Context: an optimization exercise on an open-source flow, tuned for small area, a short achievable clock period and few clock cycles per item. The choices shown serve that exercise and are no tape-out recipe.
Function was checked by simulation only, so behaviour that the tests miss may differ from the original.

==> inputs of trial 9 <==
==> flow/design.v (excerpt) <==
module joint_angle_cosine (
    input  logic                         i_clk,
    input  logic                         i_rst_n,
    input  logic                         i_pt_valid,
    output logic                         o_pt_ready,
    input  logic signed [COORD_BITS-1:0] i_end1_x,
    input  logic signed [COORD_BITS-1:0] i_end1_y,
    input  logic signed [COORD_BITS-1:0] i_end1_z,
    input  logic signed [COORD_BITS-1:0] i_vertex_x,
    input  logic signed [COORD_BITS-1:0] i_vertex_y,
    input  logic signed [COORD_BITS-1:0] i_vertex_z,
    input  logic signed [COORD_BITS-1:0] i_end2_x,
    input  logic signed [COORD_BITS-1:0] i_end2_y,
    input  logic signed [COORD_BITS-1:0] i_end2_z,
    output logic                         o_cos_valid,
    input  logic                         i_cos_ready,
    output logic signed [COS_BITS-1:0]   o_cos_cosine_q14,
    output logic                         o_cos_degenerate
);
    localparam int LAT = 30;
    localparam int CAP = 32;
    localparam int FD  = 31;
    logic            w_acc, w_take, w_ofree;
    logic [LAT-1:0]  r_vld;
    logic [5:0]       r_cnt;
    logic            r_rdy;
    logic            r_ov;
    logic [16:0]     r_od;
    logic [16:0]     r_mem [0:FD-1];
  ...
==> flow/config.mk <==
export PLATFORM = sky130hd
export DESIGN_NAME = joint_angle_cosine
export DESIGN_NICKNAME = joint_angle_cosine
export VERILOG_FILES = /design/flow/design.v
export SDC_FILE = /design/flow/constraint.sdc
export NUM_CORES = 4
export LEC_CHECK = 0
export CAP_MARGIN = 20
export CORE_MARGIN = 2
export CORE_UTILIZATION = 55
export CTS_BUF_LIST = sky130_fd_sc_hd__clkbuf_16
export CTS_CLUSTER_DIAMETER = 110
export CTS_CLUSTER_SIZE = 22
export SETUP_SLACK_MARGIN = 3.6
export SLEW_MARGIN = 20
export SYNTH_HIERARCHICAL = 1
==> flow/constraint.sdc <==
create_clock -name core_clock -period 7.0 [get_ports {i_clk}]
set_input_delay 1.4000 -clock core_clock [delete_from_list [all_inputs] [get_ports {i_clk}]]
set_output_delay 1.4000 -clock core_clock [all_outputs]
set_load 0.01 [all_outputs]
run.sh (not shown) runs the stock make flow with config.mk's settings and CLKGATE_MAP_FILE= SYNTH_SCRIPT=/design/flow/synth_recipe.tcl, a recipe that flattens the netlist after the stock synthesis.
==> build 98 (differences from trial 9) <==
--- a/flow/config.mk
+++ b/flow/config.mk
@@ -7,10 +7,10 @@
 export LEC_CHECK = 0
 export CAP_MARGIN = 20
 export CORE_MARGIN = 2
-export CORE_UTILIZATION = 55
+export CORE_UTILIZATION = 45
 export CTS_BUF_LIST = sky130_fd_sc_hd__clkbuf_16
-export CTS_CLUSTER_DIAMETER = 110
-export CTS_CLUSTER_SIZE = 22
+export CTS_CLUSTER_DIAMETER = 130
+export CTS_CLUSTER_SIZE = 26
 export SETUP_SLACK_MARGIN = 3.6
 export SLEW_MARGIN = 20
 export SYNTH_HIERARCHICAL = 1
==> trial 51 (differences from trial 9) <==
--- a/flow/config.mk
+++ b/flow/config.mk
@@ -7,10 +7,10 @@
 export LEC_CHECK = 0
 export CAP_MARGIN = 20
 export CORE_MARGIN = 2
-export CORE_UTILIZATION = 55
+export CORE_UTILIZATION = 38
 export CTS_BUF_LIST = sky130_fd_sc_hd__clkbuf_16
-export CTS_CLUSTER_DIAMETER = 110
-export CTS_CLUSTER_SIZE = 22
+export CTS_CLUSTER_DIAMETER = 130
+export CTS_CLUSTER_SIZE = 26
 export SETUP_SLACK_MARGIN = 3.6
 export SLEW_MARGIN = 20
 export SYNTH_HIERARCHICAL = 1
==> qor summary <==
metric                                                                   trial 9                 build 98                 trial 51
Terminating pin of the worst hold path                             r_mag_s11[13]            r_rada_s11[2]            r_mag_s10[19]
Fraction of layout cells with a size suffix above 1                       11.22%                   9.929%                   10.05%
Post-Route M1 WL                                                       203200 um                203300 um                201600 um
Routed met2 length                                                     231600 um                222400 um                222400 um
Largest net degree at the start of global routing                             53                      142                      103
Tcrit/Tclk final                                                          51.02%                   50.25%                   48.87%
Fillers                                                                    28900                    38620                    47910
Post-Place Cells                                                           21410                    22400                    23430
# resized after CTS                                                          696                      591                      588
Sum of buffers and inverters on the critical path                             16                        1                        2
Setup slack of the critical path after layout                           3.429 ns                 3.483 ns                 3.579 ns
End point of the critical path                                        r_R_s29[8]              r_R_s24[34]              r_ra_s11[0]
Vias per Instance                                                          5.395                    5.132                    4.924
Routed length on met3                                                   22080 um                 21810 um                 22470 um
Met3 layer usage reported by global route                                 3.260%                   2.772%                   2.257%
Antenna Diode Count                                                           26                       36                       31
Die ar.                                                              0.3601 mm^2              0.4396 mm^2              0.5200 mm^2
Post-detailed-route wirelength per cell                                 21.42 um                 20.09 um                 19.21 um
Synthesis-to-layout area growth                                           11.38%                   10.93%                   11.80%
Critical path origin                                                 r_R_s28[34]              r_R_s23[34]             r_Ra_s10[13]
Total routing resource utilization after global routing                   26.16%                   20.69%                   17.39%
Die span in y                                                           600.1 um                 663.0 um                 721.1 um
Result of the run                                        complete, no violations  complete, no violations  complete, no violations
Testbench counts of trial 9, summed over its fixed seeds: cycles 4,124, items 4,000.
Testbench counts of build 98, summed over its fixed seeds: cycles 4,124, items 4,000.
Testbench counts of trial 51, summed over its fixed seeds: cycles 4,124, items 4,000.


==> inputs of job 6014 <==
joint_angle_cosine, a different RTL version from the one above (not shown whole).
Settings: LEC_CHECK=0, CAP_MARGIN=20, CORE_MARGIN=2, CORE_UTILIZATION=65, CTS_BUF_LIST=sky130_fd_sc_hd__clkbuf_8, SETUP_SLACK_MARGIN=3.3, SLEW_MARGIN=20; clock period 7.0 ns.
==> job 1009: changes against job 6014 <==
Settings changed: CORE_UTILIZATION 65 to 60, SETUP_SLACK_MARGIN 3.3 to 3.5.
==> notes <==
Against job 6014, the global-route usage of job 1009 is lower by 1.6 points. Synthesized cell count is the same in job 6014 and job 1009. Critical path depth: job 6014 is higher than job 1009 (6). Between job 1009 and job 6014, the lower clock-buffer cell count is in job 6014 (gap 24). Area after synthesis is the same in job 6014 and job 1009. Against job 1009, the via count of job 6014 is lower by about 0.7%. In job 6014 the final cell count is lower than in job 1009, by 2.4%. In job 6014 the utilization is higher than in job 1009, by 3.6 points. Sequential cell count is the same in job 1009 and job 6014.
Testbench counts of job 6014, summed over its fixed seeds: cycles 4,124, items 4,000.
Testbench counts of job 1009, summed over its fixed seeds: cycles 4,124, items 4,000.


==> inputs of xenon <==
joint_angle_cosine with an RTL version that a note above also has.
clock: 7.0 ns
lec_check: 0
cap_margin: 20
core_margin: 2
core_utilization: 55
setup_slack_margin: 3.3
slew_margin: 20
synth_hierarchical: 1
==> harbor (differences from xenon) <==
CTS_BUF_LIST = sky130_fd_sc_hd__clkbuf_16   (was not set)
CTS_CLUSTER_DIAMETER = 130   (was not set)
CTS_CLUSTER_SIZE = 26   (was not set)
SETUP_SLACK_MARGIN = 3.6   (was 3.3)
==> ember (differences from xenon) <==
CTS_BUF_LIST = sky130_fd_sc_hd__clkbuf_16   (was not set)
CTS_CLUSTER_DIAMETER = 100   (was not set)
CTS_CLUSTER_SIZE = 20   (was not set)
SETUP_SLACK_MARGIN = 3.5   (was 3.3)
==> umber (differences from xenon) <==
CTS_BUF_LIST = sky130_fd_sc_hd__clkbuf_16   (was not set)
CTS_CLUSTER_DIAMETER = 100   (was not set)
CTS_CLUSTER_SIZE = 20   (was not set)
==> impl_metrics.toml <==
[routing]
via_count = 118989
wl_per_cell_um = 20.9
wl_met3_mm = 22.7

[clock_tree]
clkTransAtPathRegs_ns = 0.06

[global_route]
grt_max_degree = 76
use_met1_pct = 34.2

[outcome]
outcome = "no timing/DRC/antenna violations"

[min_path]
hold_end = "r_mag_s13[2]$_DFF_P_"

[setup_path]
critical_path_required_ns = 7.77
timing.critical_path.buf_inv = 2

[sta]
max_freq_mhz = 270
That was xenon.
==> impl_metrics.toml <==
[routing]
via_count = 119342
wl_per_cell_um = 21.5
wl_met3_mm = 22.9

[min_path]
hold_end = "r_mag_s11[13]$_DFF_P_"

[setup_path]
critical_path_required_ns = 7.81
timing.critical_path.buf_inv = 1

[clock_tree]
clkTransAtPathRegs_ns = 0.10

[sta]
max_freq_mhz = 283

[outcome]
outcome = "no timing/DRC/antenna violations"

[global_route]
grt_max_degree = 53
use_met1_pct = 33.8
That was harbor.
==> impl_metrics.toml <==
[outcome]
outcome = "no timing/DRC/antenna violations"

[routing]
wl_met3_mm = 22.7
wl_per_cell_um = 21.2
via_count = 118045

[setup_path]
timing.critical_path.buf_inv = 1
crit_slowest_cell = "dfxtp_4"
critical_path_required_ns = 7.83

[sta]
max_freq_mhz = 275

[cells_and_area]
top_regs = "r_mem (527), r_dr0_s4 (36), r_dr1_s4 (36)"
area_growth_pct = 9.79

[global_route]
use_met1_pct = 33.5
grt_max_degree = 83

[clock_tree]
clkTransAtPathRegs_ns = 0.08
That was ember.
==> impl_metrics.toml <==
[outcome]
outcome = "no timing/DRC/antenna violations"

[setup_path]
critical_path_required_ns = 7.75

[clock_tree]
cts_resized = 181
clkTransAtPathRegs_ns = 0.08

[cells_and_area]
seq_share_pct = 38.0

[routing]
via_count = 117530
wl_per_cell_um = 21.1
wl_met3_mm = 21.6

[global_route]
track_usage_pct = 25.8
grt_max_degree = 76
use_met1_pct = 34.2

[synth]
synth_top_family_by_area = "adder cells"
yosysSeqAreaShare_pct = 41.0
That was umber.
Testbench counts of xenon, summed over its fixed seeds: cycles 4,124, items 4,000.
Testbench counts of harbor, summed over its fixed seeds: cycles 4,124, items 4,000.
Testbench counts of ember, summed over its fixed seeds: cycles 4,124, items 4,000.
Testbench counts of umber, summed over its fixed seeds: cycles 4,124, items 4,000.

==> re-timing with driven ports <==
How much do the figures lean on ideal ports? The routed layouts below were timed once more, with nothing changed but the port constraints. Step 1, drivers: a clkbuf_16 drives i_clk and a buf_2 each remaining input, both assumed. Step 2, shift: input delay + t, output delay - t, t = (earliest + latest rising clock arrival at the registers) / 2. This alone moves slack from input paths to output paths. Three values: ideal, step 1, step 2; two values: the first two.
| run | t, ns | slack for setup (ns) | hold WS [ns] | latest minus earliest clock arrival (ns) | worst register clock-pin slew, ns |
|---|---|---|---|---|---|
| trial 9 | 1.031 | 3.429 / 3.429 / 2.969 | 0.269 / 0.269 / 0.269 | 0.090 / 0.090 | 0.10 / 0.10 |
| build 98 | 1.034 | 3.483 / 3.483 / 2.776 | 0.272 / 0.272 / 0.272 | 0.100 / 0.100 | 0.12 / 0.12 |
| trial 51 | 1.034 | 3.579 / 3.579 / 2.987 | 0.242 / 0.242 / 0.242 | 0.148 / 0.147 | 0.11 / 0.11 |
| job 6014 | 1.252 | 3.355 / 3.347 / 2.389 | 0.269 / 0.269 / 0.269 | 0.104 / 0.104 | 0.08 / 0.08 |
| job 1009 | 1.286 | 3.478 / 3.478 / 2.551 | 0.267 / 0.267 / 0.267 | 0.117 / 0.116 | 0.07 / 0.07 |
| xenon | 1.050 | 3.298 / 3.298 / 2.624 | 0.281 / 0.281 / 0.281 | 0.057 / 0.056 | 0.07 / 0.07 |
| harbor | 1.020 | 3.470 / 3.470 / 2.981 | 0.286 / 0.286 / 0.286 | 0.104 / 0.104 | 0.11 / 0.11 |
| ember | 1.023 | 3.368 / 3.368 / 2.726 | 0.300 / 0.300 / 0.300 | 0.075 / 0.076 | 0.09 / 0.09 |
| umber | 1.036 | 3.228 / 3.228 / 2.648 | 0.262 / 0.262 / 0.262 | 0.111 / 0.111 | 0.09 / 0.09 |
After both steps every run listed still meets setup and hold. The setup slack of job 6014, which loses most, moves by -0.008 ns with the drivers and by -0.966 ns with both steps.
